Source: an optimization exercise on an open RTL-to-GDS flow (aim: small area, a short achievable clock period and few clock cycles per item). Production flows keep margins and buffers that such runs may drop.
No activity file was given, so power comes from the tool's default toggle rates.

==> flow/design.v <==
package aup_pkg;
    localparam int CHAN_W   = 8;
    localparam int N_STAGE  = 8;
endpackage
module aup_lane (
    input  logic       i_clk,
    input  logic [7:0] i_chan,
    input  logic [7:0] i_alpha_s0,    
    input  logic [7:0] i_alpha_s1,    
    input  logic [7:0] i_alpha_s2,    
    input  logic [7:0] i_alpha_s3,    
    input  logic [7:0] i_alpha_s4,    
    input  logic [7:0] i_alpha_s5,    
    input  logic [7:0] i_alpha_s6,    
    input  logic [7:0] i_alpha_s7,    
    output logic       o_over,         
    output logic [7:0] o_q             
);
    function automatic logic [8:0] div_step(input logic [7:0] rem, input logic dbit,
                                            input logic [7:0] dvs);
        logic [8:0] ext;
        logic [8:0] dif;
        ext = {rem, dbit};
        dif = ext - {1'b0, dvs};
        div_step = dif[8] ? {1'b0, ext[7:0]} : {1'b1, dif[7:0]};
    endfunction
    logic [7:0] r_hi;
    logic       r_cz;
    always_ff @(posedge i_clk) begin
        r_hi <= i_chan - {7'd0, (i_chan != 8'd0)};
        r_cz <= (i_chan == 8'd0);
    end
    logic [7:0] r_rem1, r_sh1;
    logic       r_ov1;
    logic [7:0] r_rem2, r_sh2;
    logic       r_ov2;
    logic [7:0] r_rem3, r_sh3;
    logic       r_ov3;
    logic [7:0] r_rem4, r_sh4;
    logic       r_ov4;
    logic [7:0] r_rem5, r_sh5;
    logic       r_ov5;
    logic [7:0] r_rem6, r_sh6;
    logic       r_ov6;
    logic [7:0] r_rem7, r_sh7;
    logic       r_ov7;
    logic [7:0] w_rem1, w_sh1;
    logic       w_ov1;
    always_comb begin
        logic [8:0] st;
        w_rem1 = r_hi;
        w_sh1  = (~r_hi & {8{~r_cz}});
        st = div_step(w_rem1, w_sh1[7], i_alpha_s0);
        w_rem1 = st[7:0];
        w_sh1  = {w_sh1[6:0], st[8]};
    end
    assign w_ov1 = (r_hi >= i_alpha_s0);
    always_ff @(posedge i_clk) begin
        r_rem1 <= w_rem1;
        r_sh1  <= w_sh1;
        r_ov1  <= w_ov1;
    end
    logic [7:0] w_rem2, w_sh2;
    logic       w_ov2;
    always_comb begin
        logic [8:0] st;
        w_rem2 = r_rem1;
        w_sh2  = r_sh1;
        st = div_step(w_rem2, w_sh2[7], i_alpha_s1);
        w_rem2 = st[7:0];
        w_sh2  = {w_sh2[6:0], st[8]};
    end
    assign w_ov2 = r_ov1;
    always_ff @(posedge i_clk) begin
        r_rem2 <= w_rem2;
        r_sh2  <= w_sh2;
        r_ov2  <= w_ov2;
    end
    logic [7:0] w_rem3, w_sh3;
    logic       w_ov3;
    always_comb begin
        logic [8:0] st;
        w_rem3 = r_rem2;
        w_sh3  = r_sh2;
        st = div_step(w_rem3, w_sh3[7], i_alpha_s2);
        w_rem3 = st[7:0];
        w_sh3  = {w_sh3[6:0], st[8]};
    end
    assign w_ov3 = r_ov2;
    always_ff @(posedge i_clk) begin
        r_rem3 <= w_rem3;
        r_sh3  <= w_sh3;
        r_ov3  <= w_ov3;
    end
    logic [7:0] w_rem4, w_sh4;
    logic       w_ov4;
    always_comb begin
        logic [8:0] st;
        w_rem4 = r_rem3;
        w_sh4  = r_sh3;
        st = div_step(w_rem4, w_sh4[7], i_alpha_s3);
        w_rem4 = st[7:0];
        w_sh4  = {w_sh4[6:0], st[8]};
    end
    assign w_ov4 = r_ov3;
    always_ff @(posedge i_clk) begin
        r_rem4 <= w_rem4;
        r_sh4  <= w_sh4;
        r_ov4  <= w_ov4;
    end
    logic [7:0] w_rem5, w_sh5;
    logic       w_ov5;
    always_comb begin
        logic [8:0] st;
        w_rem5 = r_rem4;
        w_sh5  = r_sh4;
        st = div_step(w_rem5, w_sh5[7], i_alpha_s4);
        w_rem5 = st[7:0];
        w_sh5  = {w_sh5[6:0], st[8]};
    end
    assign w_ov5 = r_ov4;
    always_ff @(posedge i_clk) begin
        r_rem5 <= w_rem5;
        r_sh5  <= w_sh5;
        r_ov5  <= w_ov5;
    end
    logic [7:0] w_rem6, w_sh6;
    logic       w_ov6;
    always_comb begin
        logic [8:0] st;
        w_rem6 = r_rem5;
        w_sh6  = r_sh5;
        st = div_step(w_rem6, w_sh6[7], i_alpha_s5);
        w_rem6 = st[7:0];
        w_sh6  = {w_sh6[6:0], st[8]};
    end
    assign w_ov6 = r_ov5;
    always_ff @(posedge i_clk) begin
        r_rem6 <= w_rem6;
        r_sh6  <= w_sh6;
        r_ov6  <= w_ov6;
    end
    logic [7:0] w_rem7, w_sh7;
    logic       w_ov7;
    always_comb begin
        logic [8:0] st;
        w_rem7 = r_rem6;
        w_sh7  = r_sh6;
        st = div_step(w_rem7, w_sh7[7], i_alpha_s6);
        w_rem7 = st[7:0];
        w_sh7  = {w_sh7[6:0], st[8]};
    end
    assign w_ov7 = r_ov6;
    always_ff @(posedge i_clk) begin
        r_rem7 <= w_rem7;
        r_sh7  <= w_sh7;
        r_ov7  <= w_ov7;
    end
    logic [7:0] w_rem8, w_sh8;
    logic       w_ov8;
    always_comb begin
        logic [8:0] st;
        w_rem8 = r_rem7;
        w_sh8  = r_sh7;
        st = div_step(w_rem8, w_sh8[7], i_alpha_s7);
        w_rem8 = st[7:0];
        w_sh8  = {w_sh8[6:0], st[8]};
    end
    assign w_ov8 = r_ov7;
    assign o_q    = w_sh8;
    assign o_over = w_ov8;
endmodule
module aup_merge (
    input  logic [7:0] i_q,
    input  logic       i_zero,
    input  logic       i_over,
    output logic [7:0] o_chan
);
    assign o_chan = i_zero ? 8'd0 : (i_over ? 8'd255 : i_q);
endmodule
import aup_pkg::*;
module argb_unpremultiply (
    input  logic                             i_clk,
    input  logic                             i_rst_n,
    input  logic                             start,
    output logic                             busy,
    input  logic [aup_pkg::CHAN_W-1:0]       i_in_blue,
    input  logic [aup_pkg::CHAN_W-1:0]       i_in_green,
    input  logic [aup_pkg::CHAN_W-1:0]       i_in_red,
    input  logic [aup_pkg::CHAN_W-1:0]       i_in_alpha,
    output logic                             o_strobe,
    output logic [aup_pkg::CHAN_W-1:0]       o_out_red,
    output logic [aup_pkg::CHAN_W-1:0]       o_out_green,
    output logic [aup_pkg::CHAN_W-1:0]       o_out_blue,
    output logic [aup_pkg::CHAN_W-1:0]       o_out_alpha,
    output logic                             o_bad_premul
);
    logic [N_STAGE:0]                r_vld;
    logic [N_STAGE-1:0][CHAN_W-1:0]  r_alpha;
    logic [7:0] w_q_red, w_q_green, w_q_blue;
    logic [7:0] w_c_red, w_c_green, w_c_blue;
    logic       w_ov_red, w_ov_green, w_ov_blue;
    logic       w_zero;
    assign busy = 1'b0;
    always_ff @(posedge i_clk) begin
        if (!i_rst_n) begin
            r_vld <= '0;
        end else begin
            r_vld <= {r_vld[N_STAGE-1:0], start};
        end
    end
    always_ff @(posedge i_clk) begin
        r_alpha[0] <= i_in_alpha;
        for (int k = 1; k < N_STAGE; k++) begin
            r_alpha[k] <= r_alpha[k-1];
        end
    end
    aup_lane u_red (
        .i_clk   (i_clk),
        .i_chan  (i_in_red),
        .i_alpha_s0 (r_alpha[0]),
        .i_alpha_s1 (r_alpha[1]),
        .i_alpha_s2 (r_alpha[2]),
        .i_alpha_s3 (r_alpha[3]),
        .i_alpha_s4 (r_alpha[4]),
        .i_alpha_s5 (r_alpha[5]),
        .i_alpha_s6 (r_alpha[6]),
        .i_alpha_s7 (r_alpha[7]),
        .o_over  (w_ov_red),
        .o_q     (w_q_red)
    );
    aup_lane u_green (
        .i_clk   (i_clk),
        .i_chan  (i_in_green),
        .i_alpha_s0 (r_alpha[0]),
        .i_alpha_s1 (r_alpha[1]),
        .i_alpha_s2 (r_alpha[2]),
        .i_alpha_s3 (r_alpha[3]),
        .i_alpha_s4 (r_alpha[4]),
        .i_alpha_s5 (r_alpha[5]),
        .i_alpha_s6 (r_alpha[6]),
        .i_alpha_s7 (r_alpha[7]),
        .o_over  (w_ov_green),
        .o_q     (w_q_green)
    );
    aup_lane u_blue (
        .i_clk   (i_clk),
        .i_chan  (i_in_blue),
        .i_alpha_s0 (r_alpha[0]),
        .i_alpha_s1 (r_alpha[1]),
        .i_alpha_s2 (r_alpha[2]),
        .i_alpha_s3 (r_alpha[3]),
        .i_alpha_s4 (r_alpha[4]),
        .i_alpha_s5 (r_alpha[5]),
        .i_alpha_s6 (r_alpha[6]),
        .i_alpha_s7 (r_alpha[7]),
        .o_over  (w_ov_blue),
        .o_q     (w_q_blue)
    );
    assign w_zero = (r_alpha[N_STAGE-1] == '0);
    aup_merge u_m_red   (.i_q(w_q_red),   .i_zero(w_zero), .i_over(w_ov_red),   .o_chan(w_c_red));
    aup_merge u_m_green (.i_q(w_q_green), .i_zero(w_zero), .i_over(w_ov_green), .o_chan(w_c_green));
    aup_merge u_m_blue  (.i_q(w_q_blue),  .i_zero(w_zero), .i_over(w_ov_blue),  .o_chan(w_c_blue));
    always_ff @(posedge i_clk) begin
        o_out_red    <= w_c_red;
        o_out_green  <= w_c_green;
        o_out_blue   <= w_c_blue;
        o_out_alpha  <= r_alpha[N_STAGE-1];
        o_bad_premul <= ~w_zero & (w_ov_red | w_ov_green | w_ov_blue);
    end
    assign o_strobe = r_vld[N_STAGE];
endmodule
clock: 4.5 ns
lec_check: 0
cap_margin: 20
core_margin: 2
core_utilization: 40
setup_slack_margin: 2.4
slew_margin: 20
standard.sh (not shown) runs the stock make flow with config.mk's settings and CLKGATE_MAP_FILE= SYNTH_SCRIPT=/design/flow/synth_recipe.tcl, a recipe that flattens the netlist after the stock synthesis.
==> flow/flow/run.sh <==
#!/bin/bash
# The standard layout, with two synthesis changes: adders are left to ABC
# (no fa/ha cell mapping), and ABC maps for delay with flow/abc.script.
set -euo pipefail
export MY_ABC_SCRIPT=$PWD/flow/abc.script
bash standard.sh ADDER_MAP_FILE= SYNTH_SCRIPT=$PWD/flow/my_synth.tcl finish > standard_flow.log 2>&1
==> flow/flow/abc.script <==
strash
dch
map -D 900
topo
stime -c
buffer -c
upsize -c
dnsize -c
==> flow/flow/my_synth.tcl <==
# The standard flow's synthesis script (synth_recipe.tcl), with ABC run on flow/abc.script
proc synth {args} { yosys synth -nofsm -noshare {*}$args }
proc abc {args} {
  set i [lsearch -exact $args -script]
  if { $i >= 0 } { lset args [expr {$i + 1}] $::env(MY_ABC_SCRIPT) }
  yosys abc {*}$args
}
source $::env(SCRIPTS_DIR)/synth.tcl
# left out here: clear keep_hierarchy, flatten, clean up, hide names made inside functions, write 1_2_yosys.v
The starting point finished clean.
Rerun with:
==> flow/flow/run.sh (replaced) <==
#!/bin/bash
# Standard layout, with adders left to ABC instead of mapped to fa/ha cells.
set -euo pipefail
bash standard.sh ADDER_MAP_FILE= finish > standard_flow.log 2>&1
- SETUP_SLACK_MARGIN: 2.4 -> 2.5
removed: flow/flow/abc.script
removed: flow/flow/my_synth.tcl
Result: The new run went through all stages and came out clean; cell count goes down by about 23%; routed wire length goes down by about 25%; register-to-register slack degrades by 0.40 ns; clock power goes down by about 0.9%; setup slack degrades by 0.31 ns.
Rerun with:
==> flow/flow/run.sh (replaced) <==
#!/bin/bash
# The standard layout, with two synthesis changes: adders are left to ABC
# (no fa/ha cell mapping), and ABC maps for delay with flow/abc.script.
set -euo pipefail
export MY_ABC_SCRIPT=$PWD/flow/abc.script
bash standard.sh ADDER_MAP_FILE= SYNTH_SCRIPT=$PWD/flow/my_synth.tcl finish > standard_flow.log 2>&1
==> flow/flow/abc.script (new file) <==
strash
dch
map -D 1200
topo
stime -c
buffer -c
upsize -c
dnsize -c
==> flow/flow/my_synth.tcl (new file) <==
# The standard flow's synthesis script (synth_recipe.tcl), with ABC run on flow/abc.script
proc synth {args} { yosys synth -nofsm -noshare {*}$args }
proc abc {args} {
  set i [lsearch -exact $args -script]
  if { $i >= 0 } { lset args [expr {$i + 1}] $::env(MY_ABC_SCRIPT) }
  yosys abc {*}$args
}
source $::env(SCRIPTS_DIR)/synth.tcl
# left out here: clear keep_hierarchy, flatten, clean up, hide names made inside functions, write 1_2_yosys.v
- SETUP_SLACK_MARGIN: 2.5 -> 2.6
Fmax increases by 19%.
Die area came out higher by 4.1%.
Cell area went up by 3.0%.
No functional check of the RTL was part of any run of this note.

-- port drivers added, routing unchanged --
The flow's constraints put no driver on any port. The routed layouts listed below were extracted and timed again, unchanged, in two steps.
Step 1: set_driving_cell puts a clkbuf_16 on i_clk and a buf_2 on each other input, an assumption about the parent block.
Step 2, shift: input delay + t, output delay - t, t = (earliest + latest rising clock arrival at the registers) / 2. This alone moves slack from input paths to output paths.
Slacks: ideal / step 1 / step 2; pairs: ideal / step 1.
run	shift t [ns]	setup WS [ns]	latest minus earliest clock arrival (ns)	worst slew at a driven data input, ns
the first run	0.666	2.441 / 2.382 / 1.946	0.022 / 0.022	0.05
the second run	0.633	2.129 / 2.129 / 1.936	0.019 / 0.020	0.05
the third run	0.653	2.510 / 2.505 / 2.007	0.028 / 0.028	0.04
After both steps setup and hold are still met in every run listed. For the third run, which loses most, drivers alone change the setup slack by -0.005 ns; drivers and shift together by -0.503 ns.
